From an optimization exercise on the open Yosys and OpenROAD flow, aimed at small area; shortcuts taken in it are not production practice.
At most, simulation tests tie the RTL to the original design; equivalence was not proved.

Setup of trial 48:
==> flow/design.v <==
module euc_ctrl_monitor #(
    parameter int NUM_CH  = 6,
    parameter int CNT_W   = 16,
    parameter int TIMEOUT = 1024,
    localparam int SEL_W  = (NUM_CH > 1) ? $clog2(NUM_CH) : 1
) (
    input  logic              clock,
    input  logic              reset,
    input  logic [NUM_CH-1:0] ap_start,
    input  logic [NUM_CH-1:0] ap_ready,
    input  logic [NUM_CH-1:0] ap_done,
    input  logic [NUM_CH-1:0] ap_continue,
    input  logic              finish,
    input  logic              rd_req,
    input  logic [SEL_W-1:0]  rd_sel,
    output logic              rd_valid,
    output logic [CNT_W-1:0]  rd_start_cnt,
    output logic [CNT_W-1:0]  rd_done_cnt,
    output logic [CNT_W-1:0]  rd_last_lat,
    output logic [CNT_W-1:0]  rd_max_lat,
    output logic [CNT_W-1:0]  rd_stall_cnt,
    output logic [5:0]        rd_status,
    output logic              all_idle
);
    localparam int CMP_W = (CNT_W > 32) ? CNT_W : 32;
    localparam logic [CMP_W-1:0] TMO_LIM = CMP_W'(TIMEOUT);
    logic [NUM_CH-1:0] busy_q, hold_q;
    logic [CNT_W-1:0]  lat_q   [NUM_CH];
    logic [CNT_W-1:0]  start_q [NUM_CH];
    logic [CNT_W-1:0]  done_q  [NUM_CH];
    logic [CNT_W-1:0]  last_q  [NUM_CH];
    logic [CNT_W-1:0]  max_q   [NUM_CH];
    logic [CNT_W-1:0]  stall_q [NUM_CH];
    logic [NUM_CH-1:0] err_q, tmo_q, gt_q;
    logic              frozen_q;
    logic              rd_valid_q;
    logic [NUM_CH-1:0] rd_hit_q;    
    function automatic logic [CNT_W-1:0] sat_inc_en(input logic [CNT_W-1:0] v, input logic en);
        logic c;
        c = en & ~(&v);
        for (int b = 0; b < CNT_W; b++) begin
            sat_inc_en[b] = v[b] ^ c;
            c = v[b] & c;
        end
    endfunction
    for (genvar i = 0; i < NUM_CH; i++) begin : g_ch
        logic acc, dn, ct, idle, act, run;
        assign acc  = ap_start[i] & ap_ready[i];
        assign dn   = ap_done[i];
        assign ct   = ap_continue[i];
        assign idle = ~busy_q[i] & ~hold_q[i];
        assign act  = busy_q[i] | (idle & acc);    
        assign run  = ~frozen_q;
        always_ff @(posedge clock) begin
            lat_q[i] <= busy_q[i] ? sat_inc_en(lat_q[i], 1'b1) : CNT_W'(1);
            gt_q[i]  <= busy_q[i] ? (gt_q[i] | (lat_q[i] == max_q[i])) : (max_q[i] == '0);
        end
        logic inc_start, inc_done, inc_stall, ld_last, ld_max;
        assign inc_start = run & acc;
        assign inc_done  = run & ct & ((act & dn) | hold_q[i]);
        assign inc_stall = run & hold_q[i] & ~ct;
        assign ld_last   = run & act & dn;
        assign ld_max    = run & busy_q[i] & dn & gt_q[i];
        always_ff @(posedge clock or posedge reset) begin
            if (reset) begin
                busy_q[i]  <= 1'b0;
                hold_q[i]  <= 1'b0;
                start_q[i] <= '0;
                done_q[i]  <= '0;
                last_q[i]  <= '0;
                max_q[i]   <= '0;
                stall_q[i] <= '0;
                err_q[i]   <= 1'b0;
                tmo_q[i]   <= 1'b0;
            end else begin
                start_q[i] <= sat_inc_en(start_q[i], inc_start);
                done_q[i]  <= sat_inc_en(done_q[i], inc_done);
                stall_q[i] <= sat_inc_en(stall_q[i], inc_stall);
                if (ld_last) last_q[i] <= busy_q[i] ? lat_q[i] : '0;
                if (ld_max) max_q[i] <= lat_q[i];
                err_q[i] <= err_q[i] | (run & idle & ~acc & dn);
                tmo_q[i] <= tmo_q[i] | (run & busy_q[i] & (CMP_W'(lat_q[i]) >= TMO_LIM));
                busy_q[i] <= run ? (act & ~dn) : busy_q[i];
                hold_q[i] <= run ? ((act & dn & ~ct) | (hold_q[i] & ~ct)) : hold_q[i];
            end
        end
    end
    always_ff @(posedge clock or posedge reset) begin
        if (reset) begin
            frozen_q   <= 1'b0;
            rd_valid_q <= 1'b0;
        end else begin
            frozen_q   <= frozen_q | finish;
            rd_valid_q <= rd_req;
        end
    end
    always_ff @(posedge clock) begin
        for (int unsigned i = 0; i < NUM_CH; i++) rd_hit_q[i] <= (rd_sel == SEL_W'(i));
    end
    always_comb begin
        rd_start_cnt = '0;
        rd_done_cnt  = '0;
        rd_last_lat  = '0;
        rd_max_lat   = '0;
        rd_stall_cnt = '0;
        rd_status    = {~|rd_hit_q, frozen_q, 4'b0};
        for (int unsigned i = 0; i < NUM_CH; i++) begin
            rd_start_cnt = rd_start_cnt | ({CNT_W{rd_hit_q[i]}} & start_q[i]);
            rd_done_cnt  = rd_done_cnt  | ({CNT_W{rd_hit_q[i]}} & done_q[i]);
            rd_last_lat  = rd_last_lat  | ({CNT_W{rd_hit_q[i]}} & last_q[i]);
            rd_max_lat   = rd_max_lat   | ({CNT_W{rd_hit_q[i]}} & max_q[i]);
            rd_stall_cnt = rd_stall_cnt | ({CNT_W{rd_hit_q[i]}} & stall_q[i]);
            rd_status    = rd_status    | ({6{rd_hit_q[i]}} & {2'b0, err_q[i], tmo_q[i], hold_q[i], busy_q[i]});
        end
    end
    assign rd_valid = rd_valid_q;
    assign all_idle = ~|(busy_q | hold_q);
endmodule
clock: 5.0 ns
lec_check: 0
cap_margin: 20
core_margin: 2
core_utilization: 40
slew_margin: 20
run.sh (not shown) runs the stock make flow with config.mk's settings and CLKGATE_MAP_FILE= SYNTH_SCRIPT=/design/flow/synth_recipe.tcl, a recipe that flattens the netlist after the stock synthesis.
> inputs changed (trial 48 -> trial 40)
==> flow/design.v <==
module euc_ctrl_monitor #(
    parameter int NUM_CH  = 6,
    parameter int CNT_W   = 16,
    parameter int TIMEOUT = 1024,
    localparam int SEL_W  = (NUM_CH > 1) ? $clog2(NUM_CH) : 1
) (
    input  logic              clock,
    input  logic              reset,
    input  logic [NUM_CH-1:0] ap_start,
    input  logic [NUM_CH-1:0] ap_ready,
    input  logic [NUM_CH-1:0] ap_done,
    input  logic [NUM_CH-1:0] ap_continue,
    input  logic              finish,
    input  logic              rd_req,
    input  logic [SEL_W-1:0]  rd_sel,
    output logic              rd_valid,
    output logic [CNT_W-1:0]  rd_start_cnt,
    output logic [CNT_W-1:0]  rd_done_cnt,
    output logic [CNT_W-1:0]  rd_last_lat,
    output logic [CNT_W-1:0]  rd_max_lat,
    output logic [CNT_W-1:0]  rd_stall_cnt,
    output logic [5:0]        rd_status,
    output logic              all_idle
);
    localparam int CMP_W = (CNT_W > 32) ? CNT_W : 32;
    localparam logic [CMP_W-1:0] TMO_LIM = CMP_W'(TIMEOUT);
    logic [NUM_CH-1:0] busy_q, hold_q;
    logic [CNT_W-1:0]  lat_q   [NUM_CH];
    logic [CNT_W-1:0]  start_q [NUM_CH];
    logic [CNT_W-1:0]  done_q  [NUM_CH];
    logic [CNT_W-1:0]  last_q  [NUM_CH];
    logic [CNT_W-1:0]  max_q   [NUM_CH];
    logic [CNT_W-1:0]  stall_q [NUM_CH];
    logic [NUM_CH-1:0] err_q, tmo_q;
    logic              frozen_q;
    logic              rd_valid_q;
    logic [SEL_W-1:0]  rd_sel_q;
    function automatic logic [CNT_W-1:0] sat_inc(input logic [CNT_W-1:0] v);
        sat_inc = (v == '1) ? v : v + CNT_W'(1);
    endfunction
    for (genvar i = 0; i < NUM_CH; i++) begin : g_ch
        logic acc, dn, ct, idle, act, run;
        assign acc  = ap_start[i] & ap_ready[i];
        assign dn   = ap_done[i];
        assign ct   = ap_continue[i];
        assign idle = ~busy_q[i] & ~hold_q[i];
        assign act  = busy_q[i] | (idle & acc);    
        assign run  = ~frozen_q;
        always_ff @(posedge clock) begin
            lat_q[i] <= busy_q[i] ? sat_inc(lat_q[i]) : CNT_W'(1);
        end
        always_ff @(posedge clock or posedge reset) begin
            if (reset) begin
                busy_q[i]  <= 1'b0;
                hold_q[i]  <= 1'b0;
                start_q[i] <= '0;
                done_q[i]  <= '0;
                last_q[i]  <= '0;
                max_q[i]   <= '0;
                stall_q[i] <= '0;
                err_q[i]   <= 1'b0;
                tmo_q[i]   <= 1'b0;
            end else if (run) begin
                if (acc) start_q[i] <= sat_inc(start_q[i]);
                if ((act & dn & ct) | (hold_q[i] & ct)) done_q[i] <= sat_inc(done_q[i]);
                if (hold_q[i] & ~ct) stall_q[i] <= sat_inc(stall_q[i]);
                if (act & dn) last_q[i] <= busy_q[i] ? lat_q[i] : '0;
                if (busy_q[i] & dn & (lat_q[i] > max_q[i])) max_q[i] <= lat_q[i];
                if (idle & ~acc & dn) err_q[i] <= 1'b1;
                if (busy_q[i] & (CMP_W'(lat_q[i]) >= TMO_LIM)) tmo_q[i] <= 1'b1;
                busy_q[i] <= act & ~dn;
                hold_q[i] <= (act & dn & ~ct) | (hold_q[i] & ~ct);
            end
        end
    end
    always_ff @(posedge clock or posedge reset) begin
        if (reset) begin
            frozen_q   <= 1'b0;
            rd_valid_q <= 1'b0;
        end else begin
            frozen_q   <= frozen_q | finish;
            rd_valid_q <= rd_req;
        end
    end
    always_ff @(posedge clock) begin
        rd_sel_q <= rd_sel;
    end
    always_comb begin
        rd_start_cnt = '0;
        rd_done_cnt  = '0;
        rd_last_lat  = '0;
        rd_max_lat   = '0;
        rd_stall_cnt = '0;
        rd_status    = {1'b1, frozen_q, 4'b0};
        for (int unsigned i = 0; i < NUM_CH; i++) begin
            if (rd_sel_q == SEL_W'(i)) begin
                rd_start_cnt = start_q[i];
                rd_done_cnt  = done_q[i];
                rd_last_lat  = last_q[i];
                rd_max_lat   = max_q[i];
                rd_stall_cnt = stall_q[i];
                rd_status    = {1'b0, frozen_q, err_q[i], tmo_q[i], hold_q[i], busy_q[i]};
            end
        end
    end
    assign rd_valid = rd_valid_q;
    assign all_idle = ~|(busy_q | hold_q);
endmodule
### Flow results
Layout cell share with drive strength beyond 1 (trial 40 over trial 48): decrease, 2.3 points
Relative to trial 48, the cell count after placement of trial 40 is higher by about 35%.
Summary: with trial 48 as the reference, cell area in trial 40 moved up by more than 10%.
Going from trial 48 to trial 40, area of the die shows an increase of 0.011 sq mm; wire length shows an increase of 14 mm.
Trial 40: initial antenna violation count 3 above trial 48
No functional check of the RTL was part of trial 48.

afterwards: timing with drivers on the ports:
The results above use ideal ports. As a check the final layouts listed here were re-extracted and re-timed, cells and wires unchanged.
Step 1 (the two cells are an assumption about what drives the block):
set clk [get_ports {clock}]
set_driving_cell -lib_cell sky130_fd_sc_hd__clkbuf_16 $clk
set_driving_cell -lib_cell sky130_fd_sc_hd__buf_2 [delete_from_list [all_inputs] $clk]
Step 2 also shifts input and output timing later by t, the mid clock arrival at the registers, as if the neighbouring blocks saw the same clock.
Slacks: ideal ports / drivers / drivers and shift; pairs: ideal ports / drivers.
| run | t (ns) | slack for setup (ns) | worst setup path after step 2 |
|---|---|---|---|
| trial 48 | 0.653 | 0.414 / 0.414 / -0.024 | input to register |
| trial 40 | 0.674 | 0.545 / 0.482 / 1.131 | input to register |
With both steps, setup timing fails in trial 48, where it was met with ideal ports. The setup slack of trial 48, which loses most, moves by 0.000 ns with the drivers and by -0.438 ns with both steps.
